From an optimization exercise on the open Yosys and OpenROAD flow, aimed at a short achievable clock period and few clock cycles per item; shortcuts taken in it are not production practice.
The RTL was checked by simulation tests, not by an equivalence proof against the original design.
The clock port is modelled as an ideal driver; clocking choices that lean on that would not hold on a real chip.
No activity file was given, so power comes from the tool's default toggle rates.

== job 6264 ==
Design tomasulo_top, start of the top module:
module tomasulo_top (
    input  logic        clk,
    input  logic        reset,
    input  logic [31:0] instr,
    input  logic        instr_valid,
    output logic        stall,
    output logic        commit_valid,
    output logic [4:0]  commit_rd,
    output logic [31:0] commit_value
);
==> module tomasulo_top, before the edit <==
module tomasulo_top (
    input  logic        clk,
    input  logic        reset,
    input  logic [31:0] instr,
    input  logic        instr_valid,
    output logic        stall,
    output logic        commit_valid,
    output logic [4:0]  commit_rd,
    output logic [31:0] commit_value
);
    function automatic logic [31:0] reset_value(input int i);
        case (i)
            1:  reset_value = 32'd12;
            2:  reset_value = 32'd16;
            3:  reset_value = 32'd45;
            4:  reset_value = 32'd5;
            5:  reset_value = 32'd3;
            6:  reset_value = 32'd4;
            7:  reset_value = 32'd1;
            8:  reset_value = 32'd2;
            9:  reset_value = 32'd2;
            10: reset_value = 32'd3;
            default: reset_value = 32'd0;
        endcase
    endfunction
    function automatic logic [16:0] add16(input logic [15:0] a,
                                          input logic [15:0] b,
                                          input logic        cin);
        logic [15:0] g, p, h;
        g = a & b;
        p = a ^ b;
        h = p;
        g[0] = g[0] | (p[0] & cin);
        p[0] = 1'b0;
        for (int k = 1; k < 16; k = k * 2) begin
            for (int i = 15; i >= k; i--) begin
                g[i] = g[i] | (p[i] & g[i - k]);
                p[i] = p[i] & p[i - k];
            end
        end
        add16 = {g[15], h ^ {g[14:0], cin}};
    endfunction
    assign stall = 1'b0;
    logic        d_valid;
    logic [31:0] d_instr;
    logic [31:1] d_sel1, d_sel2;
    logic        d_h31, d_h32;
    logic        e_valid, e_sub;
    logic [4:0]  e_rd;
    logic        e_hl1, e_hm1, e_hr1;
    logic        e_hl2, e_hm2, e_hr2;
    logic [31:0] e_s1, e_s2;
    logic        l_valid;
    logic [4:0]  l_rd;
    logic [31:0] l_s, l_c;
    logic        m_valid;
    logic [4:0]  m_rd;
    logic [15:0] m_lo, m_hi0, m_hi1;
    logic        m_cy;
    logic [31:1] m_we;
    logic [31:0] m_val;
    function automatic logic [1:0] locate(input logic [4:0] rs,
                                          input logic       v1, input logic [4:0] rd1,
                                          input logic       v2, input logic [4:0] rd2);
        locate = {rs != 5'd0 && v1 && rd1 == rs,
                  rs != 5'd0 && v2 && rd2 == rs};
    endfunction
    function automatic logic [31:1] onehot(input logic [4:0] rs);
        for (int i = 1; i < 32; i++) onehot[i] = rs == 5'(i);
    endfunction
    always_ff @(posedge clk) begin
        if (reset) d_valid <= 1'b0;
        else       d_valid <= instr_valid;
        d_instr <= instr;
        d_sel1  <= onehot(instr[19:15]);
        d_sel2  <= onehot(instr[24:20]);
        d_h31   <= instr[19:15] != 5'd0 && l_valid && l_rd == instr[19:15];
        d_h32   <= instr[24:20] != 5'd0 && l_valid && l_rd == instr[24:20];
    end
    logic rf_reset;
    always_ff @(posedge clk) rf_reset <= reset;
    logic [31:0] rf [1:31];
    logic [31:0] rf1, rf2;
    always_comb begin
        rf1 = '0;
        rf2 = '0;
        for (int i = 1; i < 32; i++) begin
            rf1 = rf1 | ({32{d_sel1[i]}} & rf[i]);
            rf2 = rf2 | ({32{d_sel2[i]}} & rf[i]);
        end
    end
    logic [4:0] r_rd, r_rs1, r_rs2;
    logic       r_addsub;
    logic       h11, h21, h12, h22;
    assign r_rd     = d_instr[11:7];
    assign r_rs1    = d_instr[19:15];
    assign r_rs2    = d_instr[24:20];
    assign r_addsub = d_instr[6:0] == 7'b0110011 && d_instr[14:12] == 3'b000 &&
                      (d_instr[31:25] == 7'b0000000 || d_instr[31:25] == 7'b0100000);
    assign {h11, h21} = locate(r_rs1, e_valid, e_rd, l_valid, l_rd);
    assign {h12, h22} = locate(r_rs2, e_valid, e_rd, l_valid, l_rd);
    always_ff @(posedge clk) begin
        if (reset) e_valid <= 1'b0;
        else       e_valid <= d_valid && r_addsub;
        e_sub <= d_instr[30];
        e_rd  <= r_rd;
        e_hl1 <= h11;
        e_hm1 <= h21 && !h11;
        e_hr1 <= !h21 && !h11;
        e_hl2 <= h12;
        e_hm2 <= h22 && !h12;
        e_hr2 <= !h22 && !h12;
        e_s1  <= d_h31 ? m_val : rf1;
        e_s2  <= d_h32 ? m_val : rf2;
    end
    logic [31:0] x, y, z, w;
    logic [31:0] t_s, t_c, n_s, n_c;
    logic [31:0] m_s, m_c;
    assign m_s = {m_hi0, m_lo};
    assign m_c = {15'd0, m_cy, 16'd0};
    assign x = ({32{e_hl1}} & l_s) | ({32{e_hm1}} & m_s) | ({32{e_hr1}} & e_s1);
    assign y = ({32{e_hl1}} & l_c) | ({32{e_hm1}} & m_c);
    assign z = (({32{e_hl2}} & l_s) | ({32{e_hm2}} & m_s) | ({32{e_hr2}} & e_s2)) ^ {32{e_sub}};
    assign w = (({32{e_hl2}} & l_c) | ({32{e_hm2}} & m_c)) ^ {32{e_sub}};
    assign t_s = x ^ y ^ z;
    assign t_c = {(x[30:0] & y[30:0]) | (x[30:0] & z[30:0]) | (y[30:0] & z[30:0]), e_sub};
    assign n_s = t_s ^ t_c ^ w;
    assign n_c = {(t_s[30:0] & t_c[30:0]) | (t_s[30:0] & w[30:0]) | (t_c[30:0] & w[30:0]), e_sub};
    always_ff @(posedge clk) begin
        if (reset) l_valid <= 1'b0;
        else       l_valid <= e_valid;
        l_rd <= e_rd;
        l_s  <= n_s;
        l_c  <= n_c;
    end
    logic [16:0] lo;
    assign lo = add16(l_s[15:0], l_c[15:0], 1'b0);
    always_ff @(posedge clk) begin
        if (reset) m_valid <= 1'b0;
        else       m_valid <= l_valid;
        m_rd  <= l_rd;
        for (int i = 1; i < 32; i++) m_we[i] <= l_valid && l_rd == 5'(i);
        m_lo  <= lo[15:0];
        m_cy  <= lo[16];
        m_hi0 <= 16'(add16(l_s[31:16], l_c[31:16], 1'b0));
        m_hi1 <= 16'(add16(l_s[31:16], l_c[31:16], 1'b1));
    end
    assign m_val = {m_cy ? m_hi1 : m_hi0, m_lo};
    logic        p_valid;
    logic [4:0]  p_rd;
    logic [31:0] p_val;
    always_ff @(posedge clk) begin
        if (reset) p_valid <= 1'b0;
        else       p_valid <= m_valid;
        p_rd  <= m_rd;
        p_val <= m_val;
    end
    assign commit_valid = p_valid;
    assign commit_rd    = p_rd;
    assign commit_value = p_val;
    always_ff @(posedge clk) begin
        for (int i = 1; i < 32; i++) begin
            if (rf_reset)
                rf[i] <= reset_value(i);
            else if (m_we[i])
                rf[i] <= m_val;
        end
    end
endmodule
export LEC_CHECK = 0
export ABC_CLOCK_PERIOD_IN_PS = 2400
export CAP_MARGIN = 40
export CORE_MARGIN = 2
export CORE_UTILIZATION = 55
export CTS_CLUSTER_DIAMETER = 80
export CTS_CLUSTER_SIZE = 25
export SETUP_SLACK_MARGIN = 4.6
export SLEW_MARGIN = 45
create_clock -name core_clock -period 7.0 [get_ports {clk}]
standard.sh (not shown) runs the stock make flow with config.mk's settings and CLKGATE_MAP_FILE= SYNTH_SCRIPT=/design/flow/synth_recipe.tcl, a recipe that flattens the netlist after the stock synthesis.
==> flow/flow/run.sh <==
#!/bin/bash
# Standard layout, with the clock tree's levels above the leaf buffers
# rebuilt after CTS (flow/clktop.tcl): the clock port drives four quadrant
# buffers, each driving its quadrant's leaf buffers.
set -euo pipefail
here=$(pwd)
bash standard.sh POST_CTS_TCL="$here/flow/clktop.tcl" finish > "$here/standard.log" 2>&1
Other scripts of this flow, unchanged in this note and not shown: flow/flow/clktop.tcl
Testbench counts of job 6264, summed over its fixed seeds: cycles 8,039, commits 6,826.
Here is what was changed in the inputs of job 3518 compared with job 6264.
diff --git a/flow/design.v b/flow/design.v
--- a/flow/design.v
+++ b/flow/design.v
@@ -43,11 +43,13 @@
     endfunction
     assign stall = 1'b0;
     logic        d_valid;
     logic [31:0] d_instr;
     logic [31:1] d_sel1, d_sel2;
+    logic [31:1] d_msel1, d_msel2;
     logic        d_h31, d_h32;
+    logic        i_h31, i_h32;
     logic        e_valid, e_sub;
     logic [4:0]  e_rd;
     logic        e_hl1, e_hm1, e_hr1;
     logic        e_hl2, e_hm2, e_hr2;
     logic [31:0] e_s1, e_s2;
@@ -67,29 +69,33 @@
                   rs != 5'd0 && v2 && rd2 == rs};
     endfunction
     function automatic logic [31:1] onehot(input logic [4:0] rs);
         for (int i = 1; i < 32; i++) onehot[i] = rs == 5'(i);
     endfunction
+    assign i_h31 = instr[19:15] != 5'd0 && l_valid && l_rd == instr[19:15];
+    assign i_h32 = instr[24:20] != 5'd0 && l_valid && l_rd == instr[24:20];
     always_ff @(posedge clk) begin
         if (reset) d_valid <= 1'b0;
         else       d_valid <= instr_valid;
         d_instr <= instr;
         d_sel1  <= onehot(instr[19:15]);
         d_sel2  <= onehot(instr[24:20]);
-        d_h31   <= instr[19:15] != 5'd0 && l_valid && l_rd == instr[19:15];
-        d_h32   <= instr[24:20] != 5'd0 && l_valid && l_rd == instr[24:20];
+        d_msel1 <= onehot(instr[19:15]) & {31{!i_h31}};
+        d_msel2 <= onehot(instr[24:20]) & {31{!i_h32}};
+        d_h31   <= i_h31;
+        d_h32   <= i_h32;
     end
     logic rf_reset;
     always_ff @(posedge clk) rf_reset <= reset;
     logic [31:0] rf [1:31];
     logic [31:0] rf1, rf2;
     always_comb begin
         rf1 = '0;
         rf2 = '0;
         for (int i = 1; i < 32; i++) begin
-            rf1 = rf1 | ({32{d_sel1[i]}} & rf[i]);
-            rf2 = rf2 | ({32{d_sel2[i]}} & rf[i]);
+            rf1 = rf1 | {{16{d_sel1[i]}} & rf[i][31:16], {16{d_msel1[i]}} & rf[i][15:0]};
+            rf2 = rf2 | {{16{d_sel2[i]}} & rf[i][31:16], {16{d_msel2[i]}} & rf[i][15:0]};
         end
     end
     logic [4:0] r_rd, r_rs1, r_rs2;
     logic       r_addsub;
     logic       h11, h21, h12, h22;
@@ -109,12 +115,12 @@
         e_hm1 <= h21 && !h11;
         e_hr1 <= !h21 && !h11;
         e_hl2 <= h12;
         e_hm2 <= h22 && !h12;
         e_hr2 <= !h22 && !h12;
-        e_s1  <= d_h31 ? m_val : rf1;
-        e_s2  <= d_h32 ? m_val : rf2;
+        e_s1  <= {d_h31 ? m_val[31:16] : rf1[31:16], ({16{d_h31}} & m_val[15:0]) | rf1[15:0]};
+        e_s2  <= {d_h32 ? m_val[31:16] : rf2[31:16], ({16{d_h32}} & m_val[15:0]) | rf2[15:0]};
     end
     logic [31:0] x, y, z, w;
     logic [31:0] t_s, t_c, n_s, n_c;
     logic [31:0] m_s, m_c;
     assign m_s = {m_hi0, m_lo};
## What came out
| setup slack | job 3518 vs job 6264 | 0.18 ns higher |
Delta (job 3518 minus job 6264): combinational group share of total power saw a decrease, detailed-route wire length saw little to no change, detailed-route via count saw a decrease, total number of cells along the worst setup path saw a decrease, insertion delay of the later-clocked pin in the worst-skew pair saw an increase.
Achievable clock frequency in job 3518 is 0.029 GHz higher than in job 6264
Looking at power density relative to cell area across job 6264 and job 3518, the one that comes out lower is job 6264.
Comparing job 6264 and job 3518, met3 wire length is higher on job 6264.
Taking job 6264 as the reference, in job 3518 leakage power total +2.1%; total power grew by 4.3%; final standard cell area without fillers moved up.
Testbench counts of job 3518, summed over its fixed seeds: cycles 8,039, commits 6,826.

## separate check: timing with driven ports
No port has a modelled driver above. Below, the same layouts with a new extraction and two added sets of constraints.
Step 1 sets driving cells, clkbuf_16 on the clock port and buf_2 on the other inputs (assumed; they add their load-dependent delay and slew).
Step 2 adds t to the input delays and takes it off the output delays; t is the mean of the earliest and latest rising clock arrival at the registers after step 1. Input paths then give back, and output paths get back, about the clock's delay inside the block.
Three values: ideal, step 1, step 2; two values: the first two.
| run | t, ns | setup slack, ns | worst setup path at the end |
|---|---|---|---|
| job 6264 | 0.680 | 4.384 / 4.384 / 4.030 | input to register |
| job 3518 | 0.695 | 4.567 / 4.398 / 4.141 | input to register |
After both steps every run listed still meets setup and hold. For job 3518, which loses most, drivers alone change the setup slack by -0.169 ns; drivers and shift together by -0.426 ns.
